What follows belongs to an exercise in optimizing a design on an open flow for small area and a short achievable clock period; a production flow would make more cautious choices.
No functional check of the RTL was part of any run shown here.
Power and IR drop assume default switching activity.

==> flow/design.v, too long to show whole: its modules and the start of the top module <==
// module csr_regfile: 139 lines
// module dma_perf_monitor: 36 lines
// module cpl_tracker: 1016 lines
// module bmd_ep_mem: 92 lines
module bmd_ep_mem
(
   input  wire              clk,
   input  wire              rst_i,
   input  wire [6:0]        a_i,
   input  wire              wr_en_i,
   input  wire [31:0]       wr_d_i,
   output logic [31:0]      rd_d_o,
   output logic             init_rst_o,
   output logic [80:0]      mwr_desc_o,
   output logic [80:0]      mrd_desc_o,
   output logic [31:0]      mwr_data_o,
   output logic             mwr_zerolen_en_o,
   output logic [3:0]       trn_wait_count_o,
   output logic [31:0]      cpld_data_o,
   output logic             rd_metering_o,
   output logic [7:0]       mwr_wrr_cnt_o,
   output logic [7:0]       mrd_wrr_cnt_o,
   output logic             mrd_done_o,
   input  wire              mwr_done_i,
   input  wire [81:0]       cpl_status_i,
   input  wire [8:0]        link_cfg_i,
   input  wire              tags_all_back_i
);
  // ...
==> flow/flow/run.sh <==
#!/bin/bash
# Standard layout, with the smallest plain buffer on every port instead of the
# default delay buffer; ORFS's resizer still upsizes any that timing needs.
set -uo pipefail
export BUFFER_PORTS_ARGS="-buffer_cell sky130_fd_sc_hd__buf_1"
bash standard.sh > standard.log 2>&1
==> flow/standard.sh <==
#!/bin/bash
# synth_recipe.tcl (not shown) runs the flow's synth.tcl, then flattens the netlist and writes it again
# the make line also repeats each setting of config.mk as NAME=value (left out here)
make -C /OpenROAD-flow-scripts/flow DESIGN_CONFIG=/design/flow/config.mk WORK_HOME=/design/flow/orfs CLKGATE_MAP_FILE= SYNTH_SCRIPT=/design/flow/synth_recipe.tcl "${@:-finish}"
==> flow/config.mk <==
export PLATFORM = sky130hd
export DESIGN_NAME = bmd_ep_mem
export DESIGN_NICKNAME = bmd_ep_mem
export VERILOG_FILES = /design/flow/design.v
export SDC_FILE = /design/flow/constraint.sdc
export NUM_CORES = 4
export LEC_CHECK = 0
export CAP_MARGIN = 20
export CORE_MARGIN = 2
export CORE_UTILIZATION = 40
export SETUP_SLACK_MARGIN = 3.2
export SLEW_MARGIN = 20
==> flow/constraint.sdc <==
create_clock -name core_clock -period 5.8 [get_ports {clk}]
set_input_delay 1.1600 -clock core_clock [delete_from_list [all_inputs] [get_ports {clk}]]
set_output_delay 1.1600 -clock core_clock [all_outputs]
set_load 0.01 [all_outputs]
==> results.yml, run 1 <==
final_layout:
  multi_input_cells: 1966
  fin_util_pct: 47.9
  layout.nets: 3497
  design.seq.count: 466
floorplanning:
  start_util_pct: 40.2
  dieWidth_um: 252
  ioPinCount: 417
  num_rows: 91
sta:
  setup_ws_ns: 3.16
  whs_ns: 0.325
logic_synthesis:
  synth_top_cells_by_count: "nand2_1, dfxtp_1, a21oi_1, inv_1, clkbuf_1"
  synth_flop_cell: "dfxtp_1"
  synth_cell_types: 77
  syn_inst: 2839
  synthTopCellsByArea: "dfxtp_1, fa_1, nand2_1"
  yosysMostFrequentCell: "nand2_1"
  yosys.area_share.simple_pct: 19.7
  yosys.area_share.xor_xnor_pct: 3.16
  ys_async_sr_fraction_pct: 0
power_and_ir_drop:
  p_total_w: 0.00696
  ir_worst_vdd_v: 0.000230
  p_seq_share_pct: 46.4
  pwr-share-clk_pct: 47.3
  p_clk_w: 0.00329
  p_leak_nw: 10.8
setup_path:
  critPathCaptureType: "flop"
  crit_chain: "clkbuf_2, buf_4, nor2_1, nand2_1, o221a_2, o211ai_1"
  worst_path_largest_cell_delay_ns: 0.62
grt:
  busiest_layer: "met2"
  grt_util_met1_pct: 41.5
  track_usage_pct: 34.7
  grt_max_degree: 94
  met3_usage_pct: 11.9
clock_tree:
  root_buffer: "clkbuf_16"
  tritoncts: "yes"
drt:
  wl_met1_mm: 40.8
  wl_per_cell_um: 28.3
  via_per_inst: 5.94
outcome:
  status: "complete, no violations"
placed_design:
  io_buffers: 416
min_path:
  min_from: "u_cpl_tracker.st1_q[8]"
  worstHoldEndpoint: "u_cpl_tracker.st2_q[1]"
==> module cpl_tracker, before the edit <==
module cpl_tracker
#(
   parameter int CPL_SIZE_W = 21
) (
   input  wire            clk,
   input  wire            init_rst_i,
   input  bmd_pkg::dma_desc_t     mrd_desc_i,
   input  wire [31:0]     cpld_data_size_i,
   input  wire            tags_all_back_i,
   output logic           mrd_done_o
);
   logic [15:0] pp [16];
   logic [20:0] nr;
   logic [82:0] st1_d, st1_q;
   logic [35:0] st2_d, st2_q;
   logic clr_q;
   logic match;
   logic done_q;
   logic s1;
   logic c2;
   logic s3;
   logic c4;
   logic s5;
   logic c6;
   logic s7;
   logic c8;
   logic s9;
   logic c10;
   logic s11;
   logic c12;
   logic s13;
   logic c14;
   logic s15;
   logic c16;
   logic s17;
   logic c18;
   logic s19;
   logic c20;
   logic s21;
   logic c22;
   logic s23;
   logic c24;
   logic s25;
   logic c26;
   logic s27;
   logic c28;
   logic s29;
   logic c30;
   logic s31;
   logic c32;
   logic s33;
   logic c34;
   logic s35;
   logic c36;
   logic s37;
   logic c38;
   logic s39;
   logic c40;
   logic s41;
   logic c42;
   logic s43;
   logic c44;
   logic s45;
   logic c46;
   logic s47;
   logic c48;
   logic s49;
   logic c50;
   logic s51;
   logic c52;
   logic s53;
   logic c54;
   logic s55;
   logic c56;
   logic s57;
   logic c58;
   logic s59;
   logic c60;
   logic s61;
   logic c62;
   logic s63;
   logic c64;
   logic s65;
   logic c66;
   logic s67;
   logic c68;
   logic s69;
   logic c70;
   logic s71;
   logic c72;
   logic s73;
   logic c74;
   logic s75;
   logic c76;
   logic s77;
   logic c78;
   logic s79;
   logic c80;
   logic s81;
   logic c82;
   logic s83;
   logic c84;
   logic s85;
   logic c86;
   logic s87;
   logic c88;
   logic s89;
   logic c90;
   logic s91;
   logic c92;
   logic s93;
   logic c94;
   logic s95;
   logic c96;
   logic s97;
   logic c98;
   logic s99;
   logic c100;
   logic s101;
   logic c102;
   logic s103;
   logic c104;
   logic s105;
   logic c106;
   logic s107;
   logic c108;
   logic s109;
   logic c110;
   logic s111;
   logic c112;
   logic s113;
   logic c114;
   logic s115;
   logic c116;
   logic s117;
   logic c118;
   logic s119;
   logic c120;
   logic s121;
   logic c122;
   logic s123;
   logic c124;
   logic s125;
   logic c126;
   logic s127;
   logic c128;
   logic s129;
   logic c130;
   logic s131;
   logic c132;
   logic s133;
   logic c134;
   logic s135;
   logic c136;
   logic s137;
   logic c138;
   logic s139;
   logic c140;
   logic s141;
   logic c142;
   logic s143;
   logic c144;
   logic s145;
   logic c146;
   logic s147;
   logic c148;
   logic s149;
   logic c150;
   logic s151;
   logic c152;
   logic s153;
   logic c154;
   logic s155;
   logic c156;
   logic s157;
   logic c158;
   logic s159;
   logic c160;
   logic s161;
   logic c162;
   logic s163;
   logic c164;
   logic s165;
   logic c166;
   logic s167;
   logic c168;
   logic s169;
   logic c170;
   logic s171;
   logic c172;
   logic s173;
   logic c174;
   logic s175;
   logic c176;
   logic s177;
   logic c178;
   logic s179;
   logic c180;
   logic s181;
   logic c182;
   logic s183;
   logic c184;
   logic s185;
   logic c186;
   logic s187;
   logic c188;
   logic s189;
   logic c190;
   logic s191;
   logic c192;
   logic s193;
   logic c194;
   logic s195;
   logic c196;
   logic s197;
   logic c198;
   logic s199;
   logic c200;
   logic s201;
   logic c202;
   logic s203;
   logic c204;
   logic s205;
   logic c206;
   logic s207;
   logic c208;
   logic s209;
   logic c210;
   logic s211;
   logic c212;
   logic s213;
   logic c214;
   logic s215;
   logic c216;
   logic s217;
   logic c218;
   logic s219;
   logic c220;
   logic s221;
   logic c222;
   logic s223;
   logic c224;
   logic s225;
   logic c226;
   logic s227;
   logic c228;
   logic s229;
   logic c230;
   logic s231;
   logic c232;
   logic s233;
   logic c234;
   logic s235;
   logic c236;
   logic s237;
   logic c238;
   logic s239;
   logic c240;
   logic s241;
   logic c242;
   logic s243;
   logic c244;
   logic s245;
   logic c246;
   logic s247;
   logic c248;
   logic s249;
   logic c250;
   logic s251;
   logic c252;
   logic s253;
   logic c254;
   logic s255;
   logic c256;
   logic s257;
   logic c258;
   logic s259;
   logic c260;
   logic s261;
   logic c262;
   logic k263;
   logic ok264;
   logic cy265;
   logic s266;
   logic c267;
   logic s268;
   logic c269;
   logic s270;
   logic c271;
   logic s272;
   logic c273;
   logic s274;
   logic c275;
   logic s276;
   logic c277;
   logic s278;
   logic c279;
   logic s280;
   logic c281;
   logic s282;
   logic c283;
   logic s284;
   logic c285;
   logic s286;
   logic c287;
   logic s288;
   logic c289;
   logic s290;
   logic c291;
   logic s292;
   logic c293;
   logic s294;
   logic c295;
   logic s296;
   logic c297;
   logic s298;
   logic c299;
   logic s300;
   logic c301;
   logic s302;
   logic c303;
   logic s304;
   logic c305;
   logic s306;
   logic c307;
   logic s308;
   logic c309;
   logic s310;
   logic c311;
   logic s312;
   logic c313;
   logic s314;
   logic c315;
   logic s316;
   logic c317;
   logic s318;
   logic c319;
   logic s320;
   logic c321;
   logic s322;
   logic c323;
   logic s324;
   logic c325;
   logic s326;
   logic c327;
   logic s328;
   logic c329;
   logic s330;
   logic c331;
   logic s332;
   logic c333;
   logic s334;
   logic c335;
   logic s336;
   logic c337;
   logic s338;
   logic c339;
   logic s340;
   logic c341;
   logic s342;
   logic c343;
   logic s344;
   logic c345;
   logic k346;
   logic ok347;
   logic k348;
   logic ok349;
   logic k350;
   logic ok351;
   logic s352;
   logic c353;
   logic s354;
   logic c355;
   logic s356;
   logic c357;
   logic s358;
   logic c359;
   logic s360;
   logic c361;
   logic s362;
   logic c363;
   logic s364;
   logic c365;
   logic s366;
   logic c367;
   logic s368;
   logic c369;
   logic s370;
   logic c371;
   logic s372;
   logic c373;
   logic s374;
   logic c375;
   logic s376;
   logic c377;
   logic s378;
   logic c379;
   logic s380;
   logic c381;
   logic k382;
   logic ok383;
   logic k384;
   logic ok385;
   logic k386;
   logic ok387;
   logic cy388;
   logic k389;
   logic ok390;
   logic cy391;
   logic k392;
   logic ok393;
   logic cy394;
   logic k395;
   logic ok396;
   logic cy397;
   logic k398;
   logic ok399;
   logic cy400;
   logic k401;
   logic ok402;
   logic cy403;
   logic k404;
   logic ok405;
   logic cy406;
   logic k407;
   logic ok408;
   logic cy409;
   logic k410;
   logic ok411;
   logic cy412;
   logic k413;
   logic ok414;
   logic cy415;
   logic k416;
   logic ok417;
   logic cy418;
   logic k419;
   logic ok420;
   logic cy421;
   logic k422;
   logic ok423;
   logic cy424;
   logic k425;
   logic ok426;
   logic cy427;
   logic k428;
   logic ok429;
   always_comb begin
      for (int i = 0; i < 16; i++)
         for (int j = 0; j < 16; j++)
            pp[i][j] = mrd_desc_i.len[i] & mrd_desc_i.count[j];
   end
   assign nr = ~cpld_data_size_i[20:0];
   assign s1 = pp[0][1] ^ pp[1][0] ^ nr[1];
   assign c2 = (pp[0][1] & pp[1][0]) | (nr[1] & (pp[0][1] ^ pp[1][0]));
   assign s3 = pp[0][2] ^ pp[1][1] ^ pp[2][0];
   assign c4 = (pp[0][2] & pp[1][1]) | (pp[2][0] & (pp[0][2] ^ pp[1][1]));
   assign s5 = pp[0][3] ^ pp[1][2] ^ pp[2][1];
   assign c6 = (pp[0][3] & pp[1][2]) | (pp[2][1] & (pp[0][3] ^ pp[1][2]));
   assign s7 = pp[3][0] ^ c4 ^ s5;
   assign c8 = (pp[3][0] & c4) | (s5 & (pp[3][0] ^ c4));
   assign s9 = pp[0][4] ^ pp[1][3] ^ pp[2][2];
   assign c10 = (pp[0][4] & pp[1][3]) | (pp[2][2] & (pp[0][4] ^ pp[1][3]));
   assign s11 = pp[3][1] ^ pp[4][0] ^ c6;
   assign c12 = (pp[3][1] & pp[4][0]) | (c6 & (pp[3][1] ^ pp[4][0]));
   assign s13 = s9 ^ nr[4] ^ c8;
   assign c14 = (s9 & nr[4]) | (c8 & (s9 ^ nr[4]));
   assign s15 = pp[0][5] ^ pp[1][4] ^ pp[2][3];
   assign c16 = (pp[0][5] & pp[1][4]) | (pp[2][3] & (pp[0][5] ^ pp[1][4]));
   assign s17 = pp[3][2] ^ pp[4][1] ^ pp[5][0];
   assign c18 = (pp[3][2] & pp[4][1]) | (pp[5][0] & (pp[3][2] ^ pp[4][1]));
   assign s19 = c10 ^ s15 ^ s17;
   assign c20 = (c10 & s15) | (s17 & (c10 ^ s15));
   assign s21 = nr[5] ^ c12 ^ s19;
   assign c22 = (nr[5] & c12) | (s19 & (nr[5] ^ c12));
   assign s23 = pp[0][6] ^ pp[1][5] ^ pp[2][4];
   assign c24 = (pp[0][6] & pp[1][5]) | (pp[2][4] & (pp[0][6] ^ pp[1][5]));
   assign s25 = pp[3][3] ^ pp[4][2] ^ pp[5][1];
   assign c26 = (pp[3][3] & pp[4][2]) | (pp[5][1] & (pp[3][3] ^ pp[4][2]));
   assign s27 = pp[6][0] ^ c16 ^ c18;
   assign c28 = (pp[6][0] & c16) | (c18 & (pp[6][0] ^ c16));
   assign s29 = s23 ^ s25 ^ nr[6];
   assign c30 = (s23 & s25) | (nr[6] & (s23 ^ s25));
   assign s31 = pp[0][7] ^ pp[1][6] ^ pp[2][5];
   assign c32 = (pp[0][7] & pp[1][6]) | (pp[2][5] & (pp[0][7] ^ pp[1][6]));
   assign s33 = pp[3][4] ^ pp[4][3] ^ pp[5][2];
   assign c34 = (pp[3][4] & pp[4][3]) | (pp[5][2] & (pp[3][4] ^ pp[4][3]));
   assign s35 = pp[6][1] ^ pp[7][0] ^ c24;
   assign c36 = (pp[6][1] & pp[7][0]) | (c24 & (pp[6][1] ^ pp[7][0]));
   assign s37 = c26 ^ s31 ^ s33;
   assign c38 = (c26 & s31) | (s33 & (c26 ^ s31));
   assign s39 = nr[7] ^ c28 ^ s35;
   assign c40 = (nr[7] & c28) | (s35 & (nr[7] ^ c28));
   assign s41 = pp[0][8] ^ pp[1][7] ^ pp[2][6];
   assign c42 = (pp[0][8] & pp[1][7]) | (pp[2][6] & (pp[0][8] ^ pp[1][7]));
   assign s43 = pp[3][5] ^ pp[4][4] ^ pp[5][3];
   assign c44 = (pp[3][5] & pp[4][4]) | (pp[5][3] & (pp[3][5] ^ pp[4][4]));
   assign s45 = pp[6][2] ^ pp[7][1] ^ pp[8][0];
   assign c46 = (pp[6][2] & pp[7][1]) | (pp[8][0] & (pp[6][2] ^ pp[7][1]));
   assign s47 = c32 ^ c34 ^ s41;
   assign c48 = (c32 & c34) | (s41 & (c32 ^ c34));
   assign s49 = s43 ^ s45 ^ nr[8];
   assign c50 = (s43 & s45) | (nr[8] & (s43 ^ s45));
   assign s51 = c36 ^ c38 ^ s47;
   assign c52 = (c36 & c38) | (s47 & (c36 ^ c38));
   assign s53 = pp[0][9] ^ pp[1][8] ^ pp[2][7];
   assign c54 = (pp[0][9] & pp[1][8]) | (pp[2][7] & (pp[0][9] ^ pp[1][8]));
   assign s55 = pp[3][6] ^ pp[4][5] ^ pp[5][4];
   assign c56 = (pp[3][6] & pp[4][5]) | (pp[5][4] & (pp[3][6] ^ pp[4][5]));
   assign s57 = pp[6][3] ^ pp[7][2] ^ pp[8][1];
   assign c58 = (pp[6][3] & pp[7][2]) | (pp[8][1] & (pp[6][3] ^ pp[7][2]));
   assign s59 = pp[9][0] ^ c42 ^ c44;
   assign c60 = (pp[9][0] & c42) | (c44 & (pp[9][0] ^ c42));
   assign s61 = c46 ^ s53 ^ s55;
   assign c62 = (c46 & s53) | (s55 & (c46 ^ s53));
   assign s63 = s57 ^ nr[9] ^ c48;
   assign c64 = (s57 & nr[9]) | (c48 & (s57 ^ nr[9]));
   assign s65 = pp[0][10] ^ pp[1][9] ^ pp[2][8];
   assign c66 = (pp[0][10] & pp[1][9]) | (pp[2][8] & (pp[0][10] ^ pp[1][9]));
   assign s67 = pp[3][7] ^ pp[4][6] ^ pp[5][5];
   assign c68 = (pp[3][7] & pp[4][6]) | (pp[5][5] & (pp[3][7] ^ pp[4][6]));
   assign s69 = pp[6][4] ^ pp[7][3] ^ pp[8][2];
   assign c70 = (pp[6][4] & pp[7][3]) | (pp[8][2] & (pp[6][4] ^ pp[7][3]));
   assign s71 = pp[9][1] ^ pp[10][0] ^ c54;
   assign c72 = (pp[9][1] & pp[10][0]) | (c54 & (pp[9][1] ^ pp[10][0]));
   assign s73 = c56 ^ c58 ^ s65;
   assign c74 = (c56 & c58) | (s65 & (c56 ^ c58));
   assign s75 = s67 ^ s69 ^ nr[10];
   assign c76 = (s67 & s69) | (nr[10] & (s67 ^ s69));
   assign s77 = c60 ^ c62 ^ s71;
   assign c78 = (c60 & c62) | (s71 & (c60 ^ c62));
   assign s79 = pp[0][11] ^ pp[1][10] ^ pp[2][9];
   assign c80 = (pp[0][11] & pp[1][10]) | (pp[2][9] & (pp[0][11] ^ pp[1][10]));
   assign s81 = pp[3][8] ^ pp[4][7] ^ pp[5][6];
   assign c82 = (pp[3][8] & pp[4][7]) | (pp[5][6] & (pp[3][8] ^ pp[4][7]));
   assign s83 = pp[6][5] ^ pp[7][4] ^ pp[8][3];
   assign c84 = (pp[6][5] & pp[7][4]) | (pp[8][3] & (pp[6][5] ^ pp[7][4]));
   assign s85 = pp[9][2] ^ pp[10][1] ^ pp[11][0];
   assign c86 = (pp[9][2] & pp[10][1]) | (pp[11][0] & (pp[9][2] ^ pp[10][1]));
   assign s87 = c66 ^ c68 ^ c70;
   assign c88 = (c66 & c68) | (c70 & (c66 ^ c68));
   assign s89 = s79 ^ s81 ^ s83;
   assign c90 = (s79 & s81) | (s83 & (s79 ^ s81));
   assign s91 = s85 ^ nr[11] ^ c72;
   assign c92 = (s85 & nr[11]) | (c72 & (s85 ^ nr[11]));
   assign s93 = c74 ^ s87 ^ s89;
   assign c94 = (c74 & s87) | (s89 & (c74 ^ s87));
   assign s95 = pp[0][12] ^ pp[1][11] ^ pp[2][10];
   assign c96 = (pp[0][12] & pp[1][11]) | (pp[2][10] & (pp[0][12] ^ pp[1][11]));
   assign s97 = pp[3][9] ^ pp[4][8] ^ pp[5][7];
   assign c98 = (pp[3][9] & pp[4][8]) | (pp[5][7] & (pp[3][9] ^ pp[4][8]));
   assign s99 = pp[6][6] ^ pp[7][5] ^ pp[8][4];
   assign c100 = (pp[6][6] & pp[7][5]) | (pp[8][4] & (pp[6][6] ^ pp[7][5]));
   assign s101 = pp[9][3] ^ pp[10][2] ^ pp[11][1];
   assign c102 = (pp[9][3] & pp[10][2]) | (pp[11][1] & (pp[9][3] ^ pp[10][2]));
   assign s103 = pp[12][0] ^ c80 ^ c82;
   assign c104 = (pp[12][0] & c80) | (c82 & (pp[12][0] ^ c80));
   assign s105 = c84 ^ c86 ^ s95;
   assign c106 = (c84 & c86) | (s95 & (c84 ^ c86));
   assign s107 = s97 ^ s99 ^ s101;
   assign c108 = (s97 & s99) | (s101 & (s97 ^ s99));
   assign s109 = nr[12] ^ c88 ^ c90;
   assign c110 = (nr[12] & c88) | (c90 & (nr[12] ^ c88));
   assign s111 = s103 ^ s105 ^ s107;
   assign c112 = (s103 & s105) | (s107 & (s103 ^ s105));
   assign s113 = pp[0][13] ^ pp[1][12] ^ pp[2][11];
   assign c114 = (pp[0][13] & pp[1][12]) | (pp[2][11] & (pp[0][13] ^ pp[1][12]));
   assign s115 = pp[3][10] ^ pp[4][9] ^ pp[5][8];
   assign c116 = (pp[3][10] & pp[4][9]) | (pp[5][8] & (pp[3][10] ^ pp[4][9]));
   assign s117 = pp[6][7] ^ pp[7][6] ^ pp[8][5];
   assign c118 = (pp[6][7] & pp[7][6]) | (pp[8][5] & (pp[6][7] ^ pp[7][6]));
   assign s119 = pp[9][4] ^ pp[10][3] ^ pp[11][2];
   assign c120 = (pp[9][4] & pp[10][3]) | (pp[11][2] & (pp[9][4] ^ pp[10][3]));
   assign s121 = pp[12][1] ^ pp[13][0] ^ c96;
   assign c122 = (pp[12][1] & pp[13][0]) | (c96 & (pp[12][1] ^ pp[13][0]));
   assign s123 = c98 ^ c100 ^ c102;
   assign c124 = (c98 & c100) | (c102 & (c98 ^ c100));
   assign s125 = s113 ^ s115 ^ s117;
   assign c126 = (s113 & s115) | (s117 & (s113 ^ s115));
   assign s127 = s119 ^ nr[13] ^ c104;
   assign c128 = (s119 & nr[13]) | (c104 & (s119 ^ nr[13]));
   assign s129 = c106 ^ c108 ^ s121;
   assign c130 = (c106 & c108) | (s121 & (c106 ^ c108));
   assign s131 = pp[0][14] ^ pp[1][13] ^ pp[2][12];
   assign c132 = (pp[0][14] & pp[1][13]) | (pp[2][12] & (pp[0][14] ^ pp[1][13]));
   assign s133 = pp[3][11] ^ pp[4][10] ^ pp[5][9];
   assign c134 = (pp[3][11] & pp[4][10]) | (pp[5][9] & (pp[3][11] ^ pp[4][10]));
   assign s135 = pp[6][8] ^ pp[7][7] ^ pp[8][6];
   assign c136 = (pp[6][8] & pp[7][7]) | (pp[8][6] & (pp[6][8] ^ pp[7][7]));
   assign s137 = pp[9][5] ^ pp[10][4] ^ pp[11][3];
   assign c138 = (pp[9][5] & pp[10][4]) | (pp[11][3] & (pp[9][5] ^ pp[10][4]));
   assign s139 = pp[12][2] ^ pp[13][1] ^ pp[14][0];
   assign c140 = (pp[12][2] & pp[13][1]) | (pp[14][0] & (pp[12][2] ^ pp[13][1]));
   assign s141 = c114 ^ c116 ^ c118;
   assign c142 = (c114 & c116) | (c118 & (c114 ^ c116));
   assign s143 = c120 ^ s131 ^ s133;
   assign c144 = (c120 & s131) | (s133 & (c120 ^ s131));
   assign s145 = s135 ^ s137 ^ s139;
   assign c146 = (s135 & s137) | (s139 & (s135 ^ s137));
   assign s147 = nr[14] ^ c122 ^ c124;
   assign c148 = (nr[14] & c122) | (c124 & (nr[14] ^ c122));
   assign s149 = c126 ^ s141 ^ s143;
   assign c150 = (c126 & s141) | (s143 & (c126 ^ s141));
   assign s151 = pp[0][15] ^ pp[1][14] ^ pp[2][13];
   assign c152 = (pp[0][15] & pp[1][14]) | (pp[2][13] & (pp[0][15] ^ pp[1][14]));
   assign s153 = pp[3][12] ^ pp[4][11] ^ pp[5][10];
   assign c154 = (pp[3][12] & pp[4][11]) | (pp[5][10] & (pp[3][12] ^ pp[4][11]));
   assign s155 = pp[6][9] ^ pp[7][8] ^ pp[8][7];
   assign c156 = (pp[6][9] & pp[7][8]) | (pp[8][7] & (pp[6][9] ^ pp[7][8]));
   assign s157 = pp[9][6] ^ pp[10][5] ^ pp[11][4];
   assign c158 = (pp[9][6] & pp[10][5]) | (pp[11][4] & (pp[9][6] ^ pp[10][5]));
   assign s159 = pp[12][3] ^ pp[13][2] ^ pp[14][1];
   assign c160 = (pp[12][3] & pp[13][2]) | (pp[14][1] & (pp[12][3] ^ pp[13][2]));
   assign s161 = pp[15][0] ^ c132 ^ c134;
   assign c162 = (pp[15][0] & c132) | (c134 & (pp[15][0] ^ c132));
   assign s163 = c136 ^ c138 ^ c140;
   assign c164 = (c136 & c138) | (c140 & (c136 ^ c138));
   assign s165 = s151 ^ s153 ^ s155;
   assign c166 = (s151 & s153) | (s155 & (s151 ^ s153));
   assign s167 = s157 ^ s159 ^ nr[15];
   assign c168 = (s157 & s159) | (nr[15] & (s157 ^ s159));
   assign s169 = c142 ^ c144 ^ c146;
   assign c170 = (c142 & c144) | (c146 & (c142 ^ c144));
   assign s171 = s161 ^ s163 ^ s165;
   assign c172 = (s161 & s163) | (s165 & (s161 ^ s163));
   assign s173 = pp[1][15] ^ pp[2][14] ^ pp[3][13];
   assign c174 = (pp[1][15] & pp[2][14]) | (pp[3][13] & (pp[1][15] ^ pp[2][14]));
   assign s175 = pp[4][12] ^ pp[5][11] ^ pp[6][10];
   assign c176 = (pp[4][12] & pp[5][11]) | (pp[6][10] & (pp[4][12] ^ pp[5][11]));
   assign s177 = pp[7][9] ^ pp[8][8] ^ pp[9][7];
   assign c178 = (pp[7][9] & pp[8][8]) | (pp[9][7] & (pp[7][9] ^ pp[8][8]));
   assign s179 = pp[10][6] ^ pp[11][5] ^ pp[12][4];
   assign c180 = (pp[10][6] & pp[11][5]) | (pp[12][4] & (pp[10][6] ^ pp[11][5]));
   assign s181 = pp[13][3] ^ pp[14][2] ^ pp[15][1];
   assign c182 = (pp[13][3] & pp[14][2]) | (pp[15][1] & (pp[13][3] ^ pp[14][2]));
   assign s183 = c152 ^ c154 ^ c156;
   assign c184 = (c152 & c154) | (c156 & (c152 ^ c154));
   assign s185 = c158 ^ c160 ^ s173;
   assign c186 = (c158 & c160) | (s173 & (c158 ^ c160));
   assign s187 = s175 ^ s177 ^ s179;
   assign c188 = (s175 & s177) | (s179 & (s175 ^ s177));
   assign s189 = s181 ^ nr[16] ^ c162;
   assign c190 = (s181 & nr[16]) | (c162 & (s181 ^ nr[16]));
   assign s191 = c164 ^ c166 ^ s183;
   assign c192 = (c164 & c166) | (s183 & (c164 ^ c166));
   assign s193 = pp[2][15] ^ pp[3][14] ^ pp[4][13];
   assign c194 = (pp[2][15] & pp[3][14]) | (pp[4][13] & (pp[2][15] ^ pp[3][14]));
   assign s195 = pp[5][12] ^ pp[6][11] ^ pp[7][10];
   assign c196 = (pp[5][12] & pp[6][11]) | (pp[7][10] & (pp[5][12] ^ pp[6][11]));
   assign s197 = pp[8][9] ^ pp[9][8] ^ pp[10][7];
   assign c198 = (pp[8][9] & pp[9][8]) | (pp[10][7] & (pp[8][9] ^ pp[9][8]));
   assign s199 = pp[11][6] ^ pp[12][5] ^ pp[13][4];
   assign c200 = (pp[11][6] & pp[12][5]) | (pp[13][4] & (pp[11][6] ^ pp[12][5]));
   assign s201 = pp[14][3] ^ pp[15][2] ^ c174;
   assign c202 = (pp[14][3] & pp[15][2]) | (c174 & (pp[14][3] ^ pp[15][2]));
   assign s203 = c176 ^ c178 ^ c180;
   assign c204 = (c176 & c178) | (c180 & (c176 ^ c178));
   assign s205 = c182 ^ s193 ^ s195;
   assign c206 = (c182 & s193) | (s195 & (c182 ^ s193));
   assign s207 = s197 ^ s199 ^ nr[17];
   assign c208 = (s197 & s199) | (nr[17] & (s197 ^ s199));
   assign s209 = c184 ^ c186 ^ c188;
   assign c210 = (c184 & c186) | (c188 & (c184 ^ c186));
   assign s211 = s201 ^ s203 ^ s205;
   assign c212 = (s201 & s203) | (s205 & (s201 ^ s203));
   assign s213 = pp[3][15] ^ pp[4][14] ^ pp[5][13];
   assign c214 = (pp[3][15] & pp[4][14]) | (pp[5][13] & (pp[3][15] ^ pp[4][14]));
   assign s215 = pp[6][12] ^ pp[7][11] ^ pp[8][10];
   assign c216 = (pp[6][12] & pp[7][11]) | (pp[8][10] & (pp[6][12] ^ pp[7][11]));
   assign s217 = pp[9][9] ^ pp[10][8] ^ pp[11][7];
   assign c218 = (pp[9][9] & pp[10][8]) | (pp[11][7] & (pp[9][9] ^ pp[10][8]));
   assign s219 = pp[12][6] ^ pp[13][5] ^ pp[14][4];
   assign c220 = (pp[12][6] & pp[13][5]) | (pp[14][4] & (pp[12][6] ^ pp[13][5]));
   assign s221 = pp[15][3] ^ c194 ^ c196;
   assign c222 = (pp[15][3] & c194) | (c196 & (pp[15][3] ^ c194));
   assign s223 = c198 ^ c200 ^ s213;
   assign c224 = (c198 & c200) | (s213 & (c198 ^ c200));
   assign s225 = s215 ^ s217 ^ s219;
   assign c226 = (s215 & s217) | (s219 & (s215 ^ s217));
   assign s227 = nr[18] ^ c202 ^ c204;
   assign c228 = (nr[18] & c202) | (c204 & (nr[18] ^ c202));
   assign s229 = c206 ^ s221 ^ s223;
   assign c230 = (c206 & s221) | (s223 & (c206 ^ s221));
   assign s231 = pp[4][15] ^ pp[5][14] ^ pp[6][13];
   assign c232 = (pp[4][15] & pp[5][14]) | (pp[6][13] & (pp[4][15] ^ pp[5][14]));
   assign s233 = pp[7][12] ^ pp[8][11] ^ pp[9][10];
   assign c234 = (pp[7][12] & pp[8][11]) | (pp[9][10] & (pp[7][12] ^ pp[8][11]));
   assign s235 = pp[10][9] ^ pp[11][8] ^ pp[12][7];
   assign c236 = (pp[10][9] & pp[11][8]) | (pp[12][7] & (pp[10][9] ^ pp[11][8]));
   assign s237 = pp[13][6] ^ pp[14][5] ^ pp[15][4];
   assign c238 = (pp[13][6] & pp[14][5]) | (pp[15][4] & (pp[13][6] ^ pp[14][5]));
   assign s239 = c214 ^ c216 ^ c218;
   assign c240 = (c214 & c216) | (c218 & (c214 ^ c216));
   assign s241 = c220 ^ s231 ^ s233;
   assign c242 = (c220 & s231) | (s233 & (c220 ^ s231));
   assign s243 = s235 ^ s237 ^ nr[19];
   assign c244 = (s235 & s237) | (nr[19] & (s235 ^ s237));
   assign s245 = c222 ^ c224 ^ c226;
   assign c246 = (c222 & c224) | (c226 & (c222 ^ c224));
   assign s247 = pp[5][15] ^ pp[6][14] ^ pp[7][13];
   assign c248 = (pp[5][15] & pp[6][14]) | (pp[7][13] & (pp[5][15] ^ pp[6][14]));
   assign s249 = pp[8][12] ^ pp[9][11] ^ pp[10][10];
   assign c250 = (pp[8][12] & pp[9][11]) | (pp[10][10] & (pp[8][12] ^ pp[9][11]));
   assign s251 = pp[11][9] ^ pp[12][8] ^ pp[13][7];
   assign c252 = (pp[11][9] & pp[12][8]) | (pp[13][7] & (pp[11][9] ^ pp[12][8]));
   assign s253 = pp[14][6] ^ pp[15][5] ^ c232;
   assign c254 = (pp[14][6] & pp[15][5]) | (c232 & (pp[14][6] ^ pp[15][5]));
   assign s255 = c234 ^ c236 ^ c238;
   assign c256 = (c234 & c236) | (c238 & (c234 ^ c236));
   assign s257 = s247 ^ s249 ^ s251;
   assign c258 = (s247 & s249) | (s251 & (s247 ^ s249));
   assign s259 = nr[20] ^ c240 ^ c242;
   assign c260 = (nr[20] & c240) | (c242 & (nr[20] ^ c240));
   assign s261 = s253 ^ s255 ^ s257;
   assign c262 = (s253 & s255) | (s257 & (s253 ^ s255));
   assign k263 = ~(pp[0][0] ^ nr[0]);
   assign ok264 = ~k263;
   assign cy265 = pp[0][0] & nr[0];
   assign s266 = st1_q[1] ^ st1_q[2] ^ st1_q[3];
   assign c267 = (st1_q[1] & st1_q[2]) | (st1_q[3] & (st1_q[1] ^ st1_q[2]));
   assign s268 = st1_q[4] ^ st1_q[5] ^ c267;
   assign c269 = (st1_q[4] & st1_q[5]) | (c267 & (st1_q[4] ^ st1_q[5]));
   assign s270 = st1_q[6] ^ st1_q[7] ^ c269;
   assign c271 = (st1_q[6] & st1_q[7]) | (c269 & (st1_q[6] ^ st1_q[7]));
   assign s272 = st1_q[10] ^ st1_q[11] ^ st1_q[12];
   assign c273 = (st1_q[10] & st1_q[11]) | (st1_q[12] & (st1_q[10] ^ st1_q[11]));
   assign s274 = st1_q[14] ^ st1_q[15] ^ st1_q[16];
   assign c275 = (st1_q[14] & st1_q[15]) | (st1_q[16] & (st1_q[14] ^ st1_q[15]));
   assign s276 = st1_q[17] ^ st1_q[18] ^ st1_q[19];
   assign c277 = (st1_q[17] & st1_q[18]) | (st1_q[19] & (st1_q[17] ^ st1_q[18]));
   assign s278 = st1_q[20] ^ st1_q[21] ^ st1_q[22];
   assign c279 = (st1_q[20] & st1_q[21]) | (st1_q[22] & (st1_q[20] ^ st1_q[21]));
   assign s280 = st1_q[23] ^ st1_q[24] ^ c277;
   assign c281 = (st1_q[23] & st1_q[24]) | (c277 & (st1_q[23] ^ st1_q[24]));
   assign s282 = st1_q[25] ^ st1_q[26] ^ st1_q[27];
   assign c283 = (st1_q[25] & st1_q[26]) | (st1_q[27] & (st1_q[25] ^ st1_q[26]));
   assign s284 = st1_q[28] ^ c279 ^ s282;
   assign c285 = (st1_q[28] & c279) | (s282 & (st1_q[28] ^ c279));
   assign s286 = st1_q[29] ^ st1_q[30] ^ st1_q[31];
   assign c287 = (st1_q[29] & st1_q[30]) | (st1_q[31] & (st1_q[29] ^ st1_q[30]));
   assign s288 = st1_q[32] ^ c283 ^ s286;
   assign c289 = (st1_q[32] & c283) | (s286 & (st1_q[32] ^ c283));
   assign s290 = st1_q[33] ^ st1_q[34] ^ st1_q[35];
   assign c291 = (st1_q[33] & st1_q[34]) | (st1_q[35] & (st1_q[33] ^ st1_q[34]));
   assign s292 = st1_q[36] ^ c287 ^ s290;
   assign c293 = (st1_q[36] & c287) | (s290 & (st1_q[36] ^ c287));
   assign s294 = st1_q[37] ^ st1_q[38] ^ st1_q[39];
   assign c295 = (st1_q[37] & st1_q[38]) | (st1_q[39] & (st1_q[37] ^ st1_q[38]));
   assign s296 = st1_q[40] ^ st1_q[41] ^ st1_q[42];
   assign c297 = (st1_q[40] & st1_q[41]) | (st1_q[42] & (st1_q[40] ^ st1_q[41]));
   assign s298 = c291 ^ s294 ^ s296;
   assign c299 = (c291 & s294) | (s296 & (c291 ^ s294));
   assign s300 = st1_q[43] ^ st1_q[44] ^ st1_q[45];
   assign c301 = (st1_q[43] & st1_q[44]) | (st1_q[45] & (st1_q[43] ^ st1_q[44]));
   assign s302 = st1_q[46] ^ st1_q[47] ^ c295;
   assign c303 = (st1_q[46] & st1_q[47]) | (c295 & (st1_q[46] ^ st1_q[47]));
   assign s304 = c297 ^ s300 ^ c299;
   assign c305 = (c297 & s300) | (c299 & (c297 ^ s300));
   assign s306 = st1_q[48] ^ st1_q[49] ^ st1_q[50];
   assign c307 = (st1_q[48] & st1_q[49]) | (st1_q[50] & (st1_q[48] ^ st1_q[49]));
   assign s308 = st1_q[51] ^ st1_q[52] ^ c301;
   assign c309 = (st1_q[51] & st1_q[52]) | (c301 & (st1_q[51] ^ st1_q[52]));
   assign s310 = s306 ^ c303 ^ s308;
   assign c311 = (s306 & c303) | (s308 & (s306 ^ c303));
   assign s312 = st1_q[53] ^ st1_q[54] ^ st1_q[55];
   assign c313 = (st1_q[53] & st1_q[54]) | (st1_q[55] & (st1_q[53] ^ st1_q[54]));
   assign s314 = st1_q[56] ^ st1_q[57] ^ st1_q[58];
   assign c315 = (st1_q[56] & st1_q[57]) | (st1_q[58] & (st1_q[56] ^ st1_q[57]));
   assign s316 = st1_q[59] ^ c307 ^ s312;
   assign c317 = (st1_q[59] & c307) | (s312 & (st1_q[59] ^ c307));
   assign s318 = s314 ^ c309 ^ s316;
   assign c319 = (s314 & c309) | (s316 & (s314 ^ c309));
   assign s320 = st1_q[60] ^ st1_q[61] ^ st1_q[62];
   assign c321 = (st1_q[60] & st1_q[61]) | (st1_q[62] & (st1_q[60] ^ st1_q[61]));
   assign s322 = st1_q[63] ^ st1_q[64] ^ c313;
   assign c323 = (st1_q[63] & st1_q[64]) | (c313 & (st1_q[63] ^ st1_q[64]));
   assign s324 = c315 ^ s320 ^ c317;
   assign c325 = (c315 & s320) | (c317 & (c315 ^ s320));
   assign s326 = st1_q[65] ^ st1_q[66] ^ st1_q[67];
   assign c327 = (st1_q[65] & st1_q[66]) | (st1_q[67] & (st1_q[65] ^ st1_q[66]));
   assign s328 = st1_q[68] ^ st1_q[69] ^ st1_q[70];
   assign c329 = (st1_q[68] & st1_q[69]) | (st1_q[70] & (st1_q[68] ^ st1_q[69]));
   assign s330 = c321 ^ s326 ^ s328;
   assign c331 = (c321 & s326) | (s328 & (c321 ^ s326));
   assign s332 = st1_q[71] ^ st1_q[72] ^ st1_q[73];
   assign c333 = (st1_q[71] & st1_q[72]) | (st1_q[73] & (st1_q[71] ^ st1_q[72]));
   assign s334 = st1_q[74] ^ st1_q[75] ^ st1_q[76];
   assign c335 = (st1_q[74] & st1_q[75]) | (st1_q[76] & (st1_q[74] ^ st1_q[75]));
   assign s336 = c327 ^ c329 ^ s332;
   assign c337 = (c327 & c329) | (s332 & (c327 ^ c329));
   assign s338 = s334 ^ c331 ^ s336;
   assign c339 = (s334 & c331) | (s336 & (s334 ^ c331));
   assign s340 = st1_q[77] ^ st1_q[78] ^ st1_q[79];
   assign c341 = (st1_q[77] & st1_q[78]) | (st1_q[79] & (st1_q[77] ^ st1_q[78]));
   assign s342 = st1_q[80] ^ c333 ^ c335;
   assign c343 = (st1_q[80] & c333) | (c335 & (st1_q[80] ^ c333));
   assign s344 = s340 ^ c337 ^ s342;
   assign c345 = (s340 & c337) | (s342 & (s340 ^ c337));
   assign k346 = ~(st1_q[0] ^ st1_q[82]);
   assign ok347 = st1_q[81] & ~k346;
   assign k348 = ~(s266);
   assign ok349 = ok347 & ~k348;
   assign k350 = ~(s268);
   assign ok351 = ok349 & ~k350;
   assign s352 = st2_q[1] ^ st2_q[2] ^ st2_q[3];
   assign c353 = (st2_q[1] & st2_q[2]) | (st2_q[3] & (st2_q[1] ^ st2_q[2]));
   assign s354 = st2_q[4] ^ st2_q[5];
   assign c355 = st2_q[4] & st2_q[5];
   assign s356 = st2_q[6] ^ st2_q[7];
   assign c357 = st2_q[6] & st2_q[7];
   assign s358 = st2_q[8] ^ st2_q[9];
   assign c359 = st2_q[8] & st2_q[9];
   assign s360 = st2_q[10] ^ st2_q[11];
   assign c361 = st2_q[10] & st2_q[11];
   assign s362 = st2_q[12] ^ st2_q[13];
   assign c363 = st2_q[12] & st2_q[13];
   assign s364 = st2_q[14] ^ st2_q[15];
   assign c365 = st2_q[14] & st2_q[15];
   assign s366 = st2_q[16] ^ st2_q[17];
   assign c367 = st2_q[16] & st2_q[17];
   assign s368 = st2_q[18] ^ st2_q[19];
   assign c369 = st2_q[18] & st2_q[19];
   assign s370 = st2_q[20] ^ st2_q[21];
   assign c371 = st2_q[20] & st2_q[21];
   assign s372 = st2_q[22] ^ st2_q[23];
   assign c373 = st2_q[22] & st2_q[23];
   assign s374 = st2_q[24] ^ st2_q[25];
   assign c375 = st2_q[24] & st2_q[25];
   assign s376 = st2_q[26] ^ st2_q[27] ^ st2_q[28];
   assign c377 = (st2_q[26] & st2_q[27]) | (st2_q[28] & (st2_q[26] ^ st2_q[27]));
   assign s378 = st2_q[29] ^ st2_q[30] ^ st2_q[31];
   assign c379 = (st2_q[29] & st2_q[30]) | (st2_q[31] & (st2_q[29] ^ st2_q[30]));
   assign s380 = st2_q[33] ^ st2_q[34];
   assign c381 = st2_q[33] & st2_q[34];
   assign k382 = ~(st2_q[0]);
   assign ok383 = st2_q[35] & ~k382;
   assign k384 = ~(s352);
   assign ok385 = ok383 & ~k384;
   assign k386 = ~(c353 ^ s354);
   assign ok387 = ok385 & ~k386;
   assign cy388 = c353 & s354;
   assign k389 = ~(c355 ^ s356 ^ cy388);
   assign ok390 = ok387 & ~k389;
   assign cy391 = c355 & s356;
   assign k392 = ~(c357 ^ s358 ^ cy391);
   assign ok393 = ok390 & ~k392;
   assign cy394 = c357 & s358;
   assign k395 = ~(c359 ^ s360 ^ cy394);
   assign ok396 = ok393 & ~k395;
   assign cy397 = c359 & s360;
   assign k398 = ~(c361 ^ s362 ^ cy397);
   assign ok399 = ok396 & ~k398;
   assign cy400 = c361 & s362;
   assign k401 = ~(c363 ^ s364 ^ cy400);
   assign ok402 = ok399 & ~k401;
   assign cy403 = c363 & s364;
   assign k404 = ~(c365 ^ s366 ^ cy403);
   assign ok405 = ok402 & ~k404;
   assign cy406 = c365 & s366;
   assign k407 = ~(c367 ^ s368 ^ cy406);
   assign ok408 = ok405 & ~k407;
   assign cy409 = c367 & s368;
   assign k410 = ~(c369 ^ s370 ^ cy409);
   assign ok411 = ok408 & ~k410;
   assign cy412 = c369 & s370;
   assign k413 = ~(c371 ^ s372 ^ cy412);
   assign ok414 = ok411 & ~k413;
   assign cy415 = c371 & s372;
   assign k416 = ~(c373 ^ s374 ^ cy415);
   assign ok417 = ok414 & ~k416;
   assign cy418 = c373 & s374;
   assign k419 = ~(c375 ^ s376 ^ cy418);
   assign ok420 = ok417 & ~k419;
   assign cy421 = c375 & s376;
   assign k422 = ~(c377 ^ s378 ^ cy421);
   assign ok423 = ok420 & ~k422;
   assign cy424 = c377 & s378;
   assign k425 = ~(c379 ^ st2_q[32] ^ cy424);
   assign ok426 = ok423 & ~k425;
   assign cy427 = c379 & st2_q[32];
   assign k428 = ~(s380 ^ cy427);
   assign ok429 = ok426 & ~k428;
   assign st1_d[0] = s1;
   assign st1_d[1] = s3;
   assign st1_d[2] = nr[2];
   assign st1_d[3] = c2;
   assign st1_d[4] = nr[3];
   assign st1_d[5] = s7;
   assign st1_d[6] = s11;
   assign st1_d[7] = s13;
   assign st1_d[8] = c14;
   assign st1_d[9] = s21;
   assign st1_d[10] = c20;
   assign st1_d[11] = s27;
   assign st1_d[12] = s29;
   assign st1_d[13] = c22;
   assign st1_d[14] = s37;
   assign st1_d[15] = c30;
   assign st1_d[16] = s39;
   assign st1_d[17] = s49;
   assign st1_d[18] = c40;
   assign st1_d[19] = s51;
   assign st1_d[20] = s59;
   assign st1_d[21] = s61;
   assign st1_d[22] = c50;
   assign st1_d[23] = c52;
   assign st1_d[24] = s63;
   assign st1_d[25] = s73;
   assign st1_d[26] = s75;
   assign st1_d[27] = c64;
   assign st1_d[28] = s77;
   assign st1_d[29] = c76;
   assign st1_d[30] = c78;
   assign st1_d[31] = s91;
   assign st1_d[32] = s93;
   assign st1_d[33] = c92;
   assign st1_d[34] = c94;
   assign st1_d[35] = s109;
   assign st1_d[36] = s111;
   assign st1_d[37] = s123;
   assign st1_d[38] = s125;
   assign st1_d[39] = c110;
   assign st1_d[40] = c112;
   assign st1_d[41] = s127;
   assign st1_d[42] = s129;
   assign st1_d[43] = s145;
   assign st1_d[44] = c128;
   assign st1_d[45] = c130;
   assign st1_d[46] = s147;
   assign st1_d[47] = s149;
   assign st1_d[48] = s167;
   assign st1_d[49] = c148;
   assign st1_d[50] = c150;
   assign st1_d[51] = s169;
   assign st1_d[52] = s171;
   assign st1_d[53] = s185;
   assign st1_d[54] = s187;
   assign st1_d[55] = c168;
   assign st1_d[56] = c170;
   assign st1_d[57] = c172;
   assign st1_d[58] = s189;
   assign st1_d[59] = s191;
   assign st1_d[60] = s207;
   assign st1_d[61] = c190;
   assign st1_d[62] = c192;
   assign st1_d[63] = s209;
   assign st1_d[64] = s211;
   assign st1_d[65] = s225;
   assign st1_d[66] = c208;
   assign st1_d[67] = c210;
   assign st1_d[68] = c212;
   assign st1_d[69] = s227;
   assign st1_d[70] = s229;
   assign st1_d[71] = s239;
   assign st1_d[72] = s241;
   assign st1_d[73] = s243;
   assign st1_d[74] = c228;
   assign st1_d[75] = c230;
   assign st1_d[76] = s245;
   assign st1_d[77] = c244;
   assign st1_d[78] = c246;
   assign st1_d[79] = s259;
   assign st1_d[80] = s261;
   assign st1_d[81] = ok264;
   assign st1_d[82] = cy265;
   assign st2_d[0] = s270;
   assign st2_d[1] = st1_q[8];
   assign st2_d[2] = st1_q[9];
   assign st2_d[3] = c271;
   assign st2_d[4] = st1_q[13];
   assign st2_d[5] = s272;
   assign st2_d[6] = c273;
   assign st2_d[7] = s274;
   assign st2_d[8] = c275;
   assign st2_d[9] = s276;
   assign st2_d[10] = s278;
   assign st2_d[11] = s280;
   assign st2_d[12] = c281;
   assign st2_d[13] = s284;
   assign st2_d[14] = c285;
   assign st2_d[15] = s288;
   assign st2_d[16] = c289;
   assign st2_d[17] = s292;
   assign st2_d[18] = c293;
   assign st2_d[19] = s298;
   assign st2_d[20] = s302;
   assign st2_d[21] = s304;
   assign st2_d[22] = c305;
   assign st2_d[23] = s310;
   assign st2_d[24] = c311;
   assign st2_d[25] = s318;
   assign st2_d[26] = s322;
   assign st2_d[27] = c319;
   assign st2_d[28] = s324;
   assign st2_d[29] = c323;
   assign st2_d[30] = s330;
   assign st2_d[31] = c325;
   assign st2_d[32] = s338;
   assign st2_d[33] = c339;
   assign st2_d[34] = s344;
   assign st2_d[35] = ok351;
   assign match = ok429;
   always_ff @(posedge clk) begin
      st1_q <= st1_d;
      st2_q <= st2_d;
      clr_q <= init_rst_i;
   end
   always_ff @(posedge clk) begin
      if (init_rst_i) begin
         done_q <= 1'b0;
      end else if (mrd_desc_i.start && !clr_q && match && tags_all_back_i) begin
         done_q <= 1'b1;
      end
   end
   assign mrd_done_o = done_q;
endmodule
==> inputs of run 2 (changes only) <==
--- a/flow/design.v
+++ b/flow/design.v
@@ -690,7 +690,7 @@
       for (int i = 0; i < 16; i++)
          for (int j = 0; j < 16; j++)
-            pp[i][j] = mrd_desc_i.len[i] & mrd_desc_i.count[j];
+            pp[i][j] = ~(mrd_desc_i.len[i] & mrd_desc_i.count[j]);
    end
-   assign nr = ~cpld_data_size_i[20:0];
+   assign nr = cpld_data_size_i[20:0];
    assign s1 = pp[0][1] ^ pp[1][0] ^ nr[1];
    assign c2 = (pp[0][1] & pp[1][0]) | (nr[1] & (pp[0][1] ^ pp[1][0]));
@@ -955,7 +955,7 @@
    assign s261 = s253 ^ s255 ^ s257;
    assign c262 = (s253 & s255) | (s257 & (s253 ^ s255));
-   assign k263 = ~(pp[0][0] ^ nr[0]);
+   assign k263 = ~(~pp[0][0] ^ ~nr[0]);
    assign ok264 = ~k263;
-   assign cy265 = pp[0][0] & nr[0];
+   assign cy265 = ~pp[0][0] & ~nr[0];
    assign s266 = st1_q[1] ^ st1_q[2] ^ st1_q[3];
    assign c267 = (st1_q[1] & st1_q[2]) | (st1_q[3] & (st1_q[1] ^ st1_q[2]));
@@ -1038,87 +1038,87 @@
    assign s344 = s340 ^ c337 ^ s342;
    assign c345 = (s340 & c337) | (s342 & (s340 ^ c337));
-   assign k346 = ~(st1_q[0] ^ st1_q[82]);
+   assign k346 = ~(~st1_q[0] ^ st1_q[82]);
    assign ok347 = st1_q[81] & ~k346;
-   assign k348 = ~(s266);
+   assign k348 = ~(~s266);
    assign ok349 = ok347 & ~k348;
-   assign k350 = ~(s268);
+   assign k350 = ~(~s268);
    assign ok351 = ok349 & ~k350;
    assign s352 = st2_q[1] ^ st2_q[2] ^ st2_q[3];
    assign c353 = (st2_q[1] & st2_q[2]) | (st2_q[3] & (st2_q[1] ^ st2_q[2]));
-   assign s354 = st2_q[4] ^ st2_q[5];
-   assign c355 = st2_q[4] & st2_q[5];
-   assign s356 = st2_q[6] ^ st2_q[7];
-   assign c357 = st2_q[6] & st2_q[7];
-   assign s358 = st2_q[8] ^ st2_q[9];
-   assign c359 = st2_q[8] & st2_q[9];
-   assign s360 = st2_q[10] ^ st2_q[11];
-   assign c361 = st2_q[10] & st2_q[11];
-   assign s362 = st2_q[12] ^ st2_q[13];
-   assign c363 = st2_q[12] & st2_q[13];
-   assign s364 = st2_q[14] ^ st2_q[15];
-   assign c365 = st2_q[14] & st2_q[15];
-   assign s366 = st2_q[16] ^ st2_q[17];
-   assign c367 = st2_q[16] & st2_q[17];
-   assign s368 = st2_q[18] ^ st2_q[19];
-   assign c369 = st2_q[18] & st2_q[19];
-   assign s370 = st2_q[20] ^ st2_q[21];
-   assign c371 = st2_q[20] & st2_q[21];
-   assign s372 = st2_q[22] ^ st2_q[23];
-   assign c373 = st2_q[22] & st2_q[23];
-   assign s374 = st2_q[24] ^ st2_q[25];
-   assign c375 = st2_q[24] & st2_q[25];
+   assign s354 = ~(st2_q[4] ^ st2_q[5]);
+   assign c355 = st2_q[4] | st2_q[5];
+   assign s356 = ~(st2_q[6] ^ st2_q[7]);
+   assign c357 = st2_q[6] | st2_q[7];
+   assign s358 = ~(st2_q[8] ^ st2_q[9]);
+   assign c359 = st2_q[8] | st2_q[9];
+   assign s360 = ~(st2_q[10] ^ st2_q[11]);
+   assign c361 = st2_q[10] | st2_q[11];
+   assign s362 = ~(st2_q[12] ^ st2_q[13]);
+   assign c363 = st2_q[12] | st2_q[13];
+   assign s364 = ~(st2_q[14] ^ st2_q[15]);
+   assign c365 = st2_q[14] | st2_q[15];
+   assign s366 = ~(st2_q[16] ^ st2_q[17]);
+   assign c367 = st2_q[16] | st2_q[17];
+   assign s368 = ~(st2_q[18] ^ st2_q[19]);
+   assign c369 = st2_q[18] | st2_q[19];
+   assign s370 = ~(st2_q[20] ^ st2_q[21]);
+   assign c371 = st2_q[20] | st2_q[21];
+   assign s372 = ~(st2_q[22] ^ st2_q[23]);
+   assign c373 = st2_q[22] | st2_q[23];
+   assign s374 = ~(st2_q[24] ^ st2_q[25]);
+   assign c375 = st2_q[24] | st2_q[25];
    assign s376 = st2_q[26] ^ st2_q[27] ^ st2_q[28];
    assign c377 = (st2_q[26] & st2_q[27]) | (st2_q[28] & (st2_q[26] ^ st2_q[27]));
    assign s378 = st2_q[29] ^ st2_q[30] ^ st2_q[31];
    assign c379 = (st2_q[29] & st2_q[30]) | (st2_q[31] & (st2_q[29] ^ st2_q[30]));
-   assign s380 = st2_q[33] ^ st2_q[34];
-   assign c381 = st2_q[33] & st2_q[34];
-   assign k382 = ~(st2_q[0]);
+   assign s380 = ~(st2_q[33] ^ st2_q[34]);
+   assign c381 = st2_q[33] | st2_q[34];
+   assign k382 = ~(~st2_q[0]);
    assign ok383 = st2_q[35] & ~k382;
-   assign k384 = ~(s352);
+   assign k384 = ~(~s352);
    assign ok385 = ok383 & ~k384;
-   assign k386 = ~(c353 ^ s354);
+   assign k386 = ~(~c353 ^ ~s354);
    assign ok387 = ok385 & ~k386;
-   assign cy388 = c353 & s354;
-   assign k389 = ~(c355 ^ s356 ^ cy388);
+   assign cy388 = ~c353 & ~s354;
+   assign k389 = ~(~c355 ^ ~s356 ^ cy388);
    assign ok390 = ok387 & ~k389;
-   assign cy391 = c355 & s356;
-   assign k392 = ~(c357 ^ s358 ^ cy391);
+   assign cy391 = ~c355 & ~s356;
+   assign k392 = ~(~c357 ^ ~s358 ^ cy391);
    assign ok393 = ok390 & ~k392;
-   assign cy394 = c357 & s358;
-   assign k395 = ~(c359 ^ s360 ^ cy394);
+   assign cy394 = ~c357 & ~s358;
+   assign k395 = ~(~c359 ^ ~s360 ^ cy394);
    assign ok396 = ok393 & ~k395;
-   assign cy397 = c359 & s360;
-   assign k398 = ~(c361 ^ s362 ^ cy397);
+   assign cy397 = ~c359 & ~s360;
+   assign k398 = ~(~c361 ^ ~s362 ^ cy397);
    assign ok399 = ok396 & ~k398;
-   assign cy400 = c361 & s362;
-   assign k401 = ~(c363 ^ s364 ^ cy400);
+   assign cy400 = ~c361 & ~s362;
+   assign k401 = ~(~c363 ^ ~s364 ^ cy400);
    assign ok402 = ok399 & ~k401;
-   assign cy403 = c363 & s364;
-   assign k404 = ~(c365 ^ s366 ^ cy403);
+   assign cy403 = ~c363 & ~s364;
+   assign k404 = ~(~c365 ^ ~s366 ^ cy403);
    assign ok405 = ok402 & ~k404;
-   assign cy406 = c365 & s366;
-   assign k407 = ~(c367 ^ s368 ^ cy406);
+   assign cy406 = ~c365 & ~s366;
+   assign k407 = ~(~c367 ^ ~s368 ^ cy406);
    assign ok408 = ok405 & ~k407;
-   assign cy409 = c367 & s368;
-   assign k410 = ~(c369 ^ s370 ^ cy409);
+   assign cy409 = ~c367 & ~s368;
+   assign k410 = ~(~c369 ^ ~s370 ^ cy409);
    assign ok411 = ok408 & ~k410;
-   assign cy412 = c369 & s370;
-   assign k413 = ~(c371 ^ s372 ^ cy412);
+   assign cy412 = ~c369 & ~s370;
+   assign k413 = ~(~c371 ^ ~s372 ^ cy412);
    assign ok414 = ok411 & ~k413;
-   assign cy415 = c371 & s372;
-   assign k416 = ~(c373 ^ s374 ^ cy415);
+   assign cy415 = ~c371 & ~s372;
+   assign k416 = ~(~c373 ^ ~s374 ^ cy415);
    assign ok417 = ok414 & ~k416;
-   assign cy418 = c373 & s374;
-   assign k419 = ~(c375 ^ s376 ^ cy418);
+   assign cy418 = ~c373 & ~s374;
+   assign k419 = ~(~c375 ^ ~s376 ^ cy418);
    assign ok420 = ok417 & ~k419;
-   assign cy421 = c375 & s376;
-   assign k422 = ~(c377 ^ s378 ^ cy421);
+   assign cy421 = ~c375 & ~s376;
+   assign k422 = ~(~c377 ^ ~s378 ^ cy421);
    assign ok423 = ok420 & ~k422;
-   assign cy424 = c377 & s378;
-   assign k425 = ~(c379 ^ st2_q[32] ^ cy424);
+   assign cy424 = ~c377 & ~s378;
+   assign k425 = ~(~c379 ^ ~st2_q[32] ^ cy424);
    assign ok426 = ok423 & ~k425;
-   assign cy427 = c379 & st2_q[32];
-   assign k428 = ~(s380 ^ cy427);
+   assign cy427 = ~c379 & ~st2_q[32];
+   assign k428 = ~(~s380 ^ cy427);
    assign ok429 = ok426 & ~k428;
    assign st1_d[0] = s1;
==> flow/flow/run.sh (replaced) <==
#!/bin/bash
# Standard layout, with the smallest plain buffer on every port instead of the
# default delay buffer (the resizer still upsizes any that timing needs), and a
# clock tree of smaller buffers without dummy balancing loads.
set -uo pipefail
export BUFFER_PORTS_ARGS="-buffer_cell sky130_fd_sc_hd__buf_1"
export CTS_ARGS="-sink_clustering_enable -repair_clock_nets -dont_use_dummy_load -buf_list {sky130_fd_sc_hd__clkbuf_4 sky130_fd_sc_hd__clkbuf_8}"
bash standard.sh > standard.log 2>&1
--- a/flow/config.mk
+++ b/flow/config.mk
@@ -9,4 +9,4 @@
 export CORE_MARGIN = 2
 export CORE_UTILIZATION = 40
-export SETUP_SLACK_MARGIN = 3.2
+export SETUP_SLACK_MARGIN = 3.3
 export SLEW_MARGIN = 20
==> run 2 against run 1 <==
  * Critical path depth grew 1
  * Cell count grew 2.3%
  * Sequential share of layout area shrank 0.40 points
  * Power shrank 10%
  * Die area grew 1.3%
  * First-iteration DRC count shrank 0.27%
  * Maximum frequency grew 5.2%
  * Register-to-register slack lost 0.04 ns
  * Largest cell class unchanged
==> results.yml, run 2 <==
drt:
  antenna_left: 0
  wl_mm: 117
  num_vias: 24300
  drtIter0Drc: 2999
  via_per_inst: 5.93
  wl_per_cell_um: 28.5
  drtPass1Iterations: 6
  drc: 0
logic_synthesis:
  ys_async_sr_fraction_pct: 0
  syn_inst: 2836
  synthesis.area_mm2: 0.0250
  yosysMostFrequentCell: "nand2_1"
  synth_seq_cells: 466
  synth_top_cells_by_count: "nand2_1, dfxtp_1, a21oi_1, inv_1, fa_1"
  synth.largest_area_cell: "dfxtp_1"
  syn_area_per_cell_um2: 8.83
  syn_nets: 3162
  synth_cell_types: 73
  ys.warnings.count: 5
  synth-edff-count: 0
  synth_top_area_share_pct: 37.3
  synth_flop_cell: "dfxtp_1"
  synthTopCellsByArea: "dfxtp_1, fa_1, nand2_1"
  yosysSeqAreaShare_pct: 37.3
clock_tree:
  root_buffer: "clkbuf_8"
  tritoncts: "yes"
  clk_pin_slew_ns: 0.06
  cts_sinks: 466
  clk_latency_ns: 0.69
  htreeDepth: 3
  cts_max_path_buffers: 3
  cts_made_buffers: 84
  cts_hold_buf: 0
outcome:
  status: "complete, no violations"
grt:
  grt_pass1_vias: 23400
  grt_pass1_wl_mm: 165
  track_usage_pct: 35.4
  antenna_found_initial: 6
  grt_max_degree: 183
  gr-total-overflow: 0
sta:
  period_needed_ns: 2.51
  setup_ws_ns: 3.29
  whs_ns: 0.328
  worst_slew_pin_slew_ns: 1.25
  setup_viol: 0
  setup_tns_ns: 0
  slew_headroom_pct: 16.7
  hold_violations: 0
  post-route-period-util_pct: 43.2
  rsz0062_at_grt: "true"
  finalMaxSlewViolations: 0
  max_freq_mhz: 399
  fin_worst_skew_ns: 0.0884
setup_path:
  critPathCaptureType: "flop"
  timing_worst_setup_path_type: "primary input to flop"
  worstPathRequired_ns: 6.33
  ff2ff_path_depth: 7
  startpoint_type: "primary input"
  crit_path_max_fanout: 10
  worst_ep_arrival_time_ns: 3.03
floorplanning:
  die_h_um: 254
  core_area_mm2: 0.0618
  dieArea_mm2: 0.0646
  ioPinCount: 417
  num_rows: 91
  dieWidth_um: 254
  start_util_pct: 40.5
final_layout:
  drive_gt1_share_pct: 13.8
  multi_input_area_mm2: 0.0143
  layout_commonest_cell: "nand2_1"
  fillCellCount: 5955
  mostFrequentLayoutCells: "nand2_1, dfxtp_1, buf_1"
  top_regs: "u_cpl_tracker.st1_q: 83 flops, u_csr_regfile.mrd_desc_o: 81 flops, u_csr_regfile.mwr_desc_o: 81 flops"
  seqCellArea_mm2: 0.00947
  largest_register_ffs: 83
  area_growth_syn_to_layout_pct: 19.3
  layout.nets: 3585
  fin_cells: 4097
  regMostFlops: "u_cpl_tracker.st1_q"
placed_design:
  io_buffers: 416
  gp_congestion: 0.978
  post-dp-hpwl_mm: 79.5
  place_ws_ns: 1.55
  placed_cells: 3896
power_and_ir_drop:
  p_leak_nw: 10.7
  power_density_mw_per_mm2: 210
  ir_worst_vdd_v: 0.000197
job:
  maxCapViolations: 0
min_path:
  hold_path_class: "flop to flop"
  hold_depth: 0
run 2: cell types whose count changed in the layout (fill, tap and decap cells not counted), moves of 23 or more:
cell       delta
a211oi_2     +32
a21oi_1      -26
buf_4        +60
clkbuf_16    -54
clkbuf_8     +70
inv_1        +23
nand2_1      -38
nor2_4       +26
o21ai_0      -35
xnor2_1      +33
xor2_1       -24
run 2: stage by stage:
stage	utilization [%]	power (W)	instance area, µm²
3_3_place_gp	44.0	0.00370	27200
6_report	48.3	0.00627	29900
5_1_grt	48.3	0.00642	29900
2_1_floorplan	-	0.00351	25500
3_5_place_dp	44.0	0.00370	27200
4_1_cts	47.9	0.00625	29600
run 2: kinds of logic after synthesis:
logic type	Yosys count	synth area share [%]
XOR/XNOR	98	3.43
AND/OR/NAND/NOR	1050	19.7
AO/OA/AOI/OAI	495	13.2
buffers and inverters	433	7.16
flip-flops	466	37.3
adder cells (fa/ha/maj)	191	14.4
multiplexers	103	4.85
run 2: layout make-up:
type                       count  share of cell area [%]
timing repair buffer         563                    10.3
clock buffer                  84                    3.87
tap                          837                    3.51
inverter                     205                    2.59
multi-input combinational   1939                    48.0
antenna                        3                  0.0251
sequential                   466                    31.7
run 2: power by group:
| group | leakage, nW | internal, W | total [W] | switching [W] |
|---|---|---|---|---|
| logic | 6.28 | 0.000125 | 0.000471 | 0.000347 |
| registers | 3.80 | 0.00321 | 0.00322 | 0.0000131 |
| clock network | 0.604 | 0.00127 | 0.00257 | 0.00130 |
run 2: worst paths after layout:
check	from	to	slack, ns
setup / recovery	a_i[1]	u_csr_regfile.rd_d_o[14]	3.29
hold / removal	u_cpl_tracker.st1_q[13]	u_cpl_tracker.st2_q[4]	0.33
setup reg to reg	u_csr_regfile.mrd_desc_o[36]	u_cpl_tracker.st1_q[9]	3.34
hold reg to reg	u_cpl_tracker.st1_q[13]	u_cpl_tracker.st2_q[4]	0.33
run 2: layer usage:
metal  track usage (%)  routed length, µm  up-vias
met5                 0                 42        -
met4              21.0               7900        6
met3              10.4              14700      448
met2              53.5              50800     1763
met1              45.0              43400    11900
li1                  -                  -    10200
run 2: timing repair:
action	in CTS	in global routing
hold endpoints to repair	0	0
cloned	7	1
setup endpoints to repair	426	197
setup buffers	93	13
gates resized for setup	115	36
pin swaps	11	3
run 2: worst max-delay path, cell delays in order:
cell and delay [ns]:
buf_4 0.21, buf_16 0.17, buf_4 0.18, nand2b_1 0.45, o221ai_2 0.21, a22o_1 0.22
or4_1 0.42

-- separate check: timing with driven ports --
How much do the figures lean on ideal ports? The routed layouts below were timed once more, with nothing changed but the port constraints. Step 1 assumes that a clkbuf_16 drives the clock port and a buf_2 every other input. Step 2 adds t to the input delays and takes it off the output delays; t is the mean of the earliest and latest rising clock arrival at the registers after step 1. Input paths then give back, and output paths get back, about the clock's delay inside the block. Slacks: no drivers / after step 1 / after step 2; pairs: no drivers / after step 1.
run	t (ns)	setup slack, ns	latest minus earliest clock arrival (ns)	cell pins on the clock port's net
run 1	0.681	3.161 / 3.058 / 2.377	0.040 / 0.040	1
run 2	0.705	3.293 / 3.226 / 2.521	0.088 / 0.088	1
After both steps setup and hold are still met in every run listed. The setup slack of run 1, which loses most, moves by -0.103 ns with the drivers and by -0.784 ns with both steps.
